Source: an optimization exercise on an open RTL-to-GDS flow (aim: a short achievable clock period and few clock cycles). Production flows keep margins and buffers that such runs may drop.

==> flow/design.v (excerpt) <==
module lc3b_pipeline
#(
    parameter logic [15:0] RESET_PC = 16'h0000
)
(
    input  logic        clk,
    input  logic        rst,
    output logic        imem_read,
    output logic [15:0] imem_address,
    input  logic        imem_resp,
    input  logic [15:0] imem_rdata,
    output logic        dmem_read,
    output logic        dmem_write,
    output logic [15:0] dmem_address,
    output logic [15:0] dmem_wdata,
    output logic [1:0]  dmem_byte_enable,
    input  logic        dmem_resp,
    input  logic [15:0] dmem_rdata
);
    function automatic logic [15:0] carries(input logic [15:0] a, input logic [15:0] b);
        logic [15:0] g, p;
        g = a & b;
        p = a | b;
        for (int d = 1; d < 16; d = d * 2)
        begin
            for (int i = 15; i >= d; i--)
            begin
                g[i] = g[i] | (p[i] & g[i-d]);
                p[i] = p[i] & p[i-d];
            end
        end
        carries = {g[14:0], 1'b0};
    endfunction
    function automatic logic sum_zero(input logic [15:0] a, input logic [15:0] b);
        logic [15:0] t, c;
        t = a ^ b;
        c = {a[14:0] | b[14:0], 1'b0};
        sum_zero = ~|(t ^ c);
    endfunction
    function automatic logic [2:0] flags(input logic [15:0] v);
        flags = v[15] ? 3'b100 : (v == 16'h0000) ? 3'b010 : 3'b001;
    endfunction
    logic [15:0] pc_f;
    logic        ird;
    logic        d_v;
    logic [15:0] d_ir;
    logic [15:0] d_pcn;
    logic [15:0] d_imm;
    logic        d_add, d_and, d_not, d_ld, d_st, d_byte, d_br, d_wen, d_use1, d_use2, d_pred;
    logic        e_v;
    logic        e_add, e_and, e_not;
    logic [15:0] e_a, e_b, e_sd;
    logic        e_fa, e_fb, e_fsd, e_lu;
    logic        e_wen, e_load, e_store, e_byte, e_br, e_pred;
    logic [2:0]  e_dest;
    logic [2:0]  e_nzp;
    logic [15:0] e_alt;
    logic        m_wen, m_load, m_store, m_byte, m_z;
    logic [2:0]  m_dest;
    logic [15:0] m_res;
    logic [15:0] m_addr;
    logic [15:0] m_wdata;
    logic [1:0]  m_be;
    logic [15:0] rf [8];
    logic [2:0]  cc;
    logic        stall_m;
    logic [15:0] ld_data;
    logic [15:0] m_val;
    assign dmem_read        = m_load;
    assign dmem_write       = m_store;
    assign dmem_address     = m_addr;
    assign dmem_wdata       = m_wdata;
    assign dmem_byte_enable = m_be;
  ...
==> flow/config.mk <==
export PLATFORM = sky130hd
export DESIGN_NAME = lc3b_pipeline
export DESIGN_NICKNAME = lc3b_pipeline
export VERILOG_FILES = /design/flow/design.v
export SDC_FILE = /design/flow/constraint.sdc
export NUM_CORES = 4
export LEC_CHECK = 0
export ABC_CLOCK_PERIOD_IN_PS = 2000
export CAP_MARGIN = 20
export CORE_MARGIN = 2
export CORE_UTILIZATION = 40
export SETUP_SLACK_MARGIN = 2.5
export SLEW_MARGIN = 20
==> flow/constraint.sdc <==
create_clock -name core_clock -period 4.5 [get_ports {clk}]
set_input_delay 0.9000 -clock core_clock [delete_from_list [all_inputs] [get_ports {clk}]]
set_output_delay 0.9000 -clock core_clock [all_outputs]
set_load 0.01 [all_outputs]
run.sh (not shown) runs the stock make flow with config.mk's settings and CLKGATE_MAP_FILE= SYNTH_SCRIPT=/design/flow/synth_recipe.tcl, a recipe that flattens the netlist after the stock synthesis.
Then changed:
==> flow/flow/run.sh (new file) <==
#!/bin/bash
# Standard layout; ports buffered with buf_4 instead of the smallest buffer.
set -euo pipefail
bash standard.sh "BUFFER_PORTS_ARGS=-buffer_cell sky130_fd_sc_hd__buf_4" finish > make_finish.log 2>&1
==> flow/standard.sh (new file) <==
#!/bin/bash
# synth_recipe.tcl (not shown) runs the flow's synth.tcl, then flattens the netlist and writes it again
# the make line also repeats each setting of config.mk as NAME=value (left out here)
make -C /OpenROAD-flow-scripts/flow DESIGN_CONFIG=/design/flow/config.mk WORK_HOME=/design/flow/orfs CLKGATE_MAP_FILE= SYNTH_SCRIPT=/design/flow/synth_recipe.tcl "${@:-finish}"
removed: flow/run.sh
What happened:
- utilization decreases by 0.45 points
- die area does not change
- cell count shrinks by 1.6%
- sequential share of layout area rises by 0.27 points
- fmax climbs by about 0.5%
- cell area went down by about 0.8%
- setup slack improves by 0.018 ns
No functional check of the RTL was part of any run of this note.

========
== main ==
Another version of the RTL of lc3b_pipeline (not shown whole).
For scale: about 1,600 cells after synthesis, about 360 flip-flops, roughly 20,000 µm² of cells after synthesis.
// lc3b_pipeline
module lc3b_pipeline
#(
    parameter logic [15:0] RESET_PC = 16'h0000
)
(
    input  logic        clk,
    input  logic        rst,
    output logic        imem_read,
    output logic [15:0] imem_address,
    input  logic        imem_resp,
    input  logic [15:0] imem_rdata,
    output logic        dmem_read,
    output logic        dmem_write,
    output logic [15:0] dmem_address,
    output logic [15:0] dmem_wdata,
    output logic [1:0]  dmem_byte_enable,
    input  logic        dmem_resp,
    input  logic [15:0] dmem_rdata
);
export LEC_CHECK = 0
export ABC_CLOCK_PERIOD_IN_PS = 2000
export CAP_MARGIN = 20
export CORE_MARGIN = 2
export CORE_UTILIZATION = 40
export SETUP_SLACK_MARGIN = 2.5
export SLEW_MARGIN = 20
create_clock -name core_clock -period 4.5 [get_ports {clk}]
Stock flow here: none of the scripts above is used.
diff inputs: main => the feature branch
==> flow/flow/run.sh (new file) <==
#!/bin/bash
# Standard layout, with the resizer free to change cell footprints.
set -euo pipefail
bash standard.sh MATCH_CELL_FOOTPRINT=0 finish > make_finish.log 2>&1
==> flow/standard.sh (new file) <==
#!/bin/bash
# synth_recipe.tcl (not shown) runs the flow's synth.tcl, then flattens the netlist and writes it again
# the make line also repeats each setting of config.mk as NAME=value (left out here)
make -C /OpenROAD-flow-scripts/flow DESIGN_CONFIG=/design/flow/config.mk WORK_HOME=/design/flow/orfs CLKGATE_MAP_FILE= SYNTH_SCRIPT=/design/flow/synth_recipe.tcl "${@:-finish}"
removed: flow/run.sh
## What came out
Higher count of multi-input gates goes to main over the feature branch.
The post-route fraction of the period consumed by the critical path in the feature branch sits 1.8 points above the value recorded for main.
Between main and the feature branch, the post-placement cell count figures differ only marginally.
The feature branch — critical path's largest stage delay 100 ps lower, main as reference
No functional check of the RTL was part of any run of this note.

## separate check: timing with driven ports
No port has a modelled driver above. Below, the same layouts with a new extraction and two added sets of constraints.
Step 1 sets driving cells, clkbuf_16 on the clock port and buf_2 on the other inputs (assumed; they add their load-dependent delay and slew).
Step 2, shift: input delay + t, output delay - t, t = (earliest + latest rising clock arrival at the registers) / 2. This alone moves slack from input paths to output paths.
Three values: ideal ports, drivers, drivers and shift; two values: the first two.
run | t (ns) | slack for setup (ns) | worst register clock-pin slew, ns | pins driven straight from the clock port
the first run of note 1 | 0.631 | 0.660 / 0.660 / 0.080 | 0.06 / 0.06 | 1
the second run of note 1 | 0.621 | 0.679 / 0.679 / 0.362 | 0.07 / 0.07 | 1
main | 0.634 | 1.567 / 1.567 / 1.059 | 0.06 / 0.06 | 1
the feature branch | 0.621 | 1.484 / 1.484 / 1.091 | 0.07 / 0.07 | 1
After both steps every run listed still meets setup and hold. The setup slack of the first run of note 1, which loses most, moves by 0.000 ns with the drivers and by -0.580 ns with both steps.
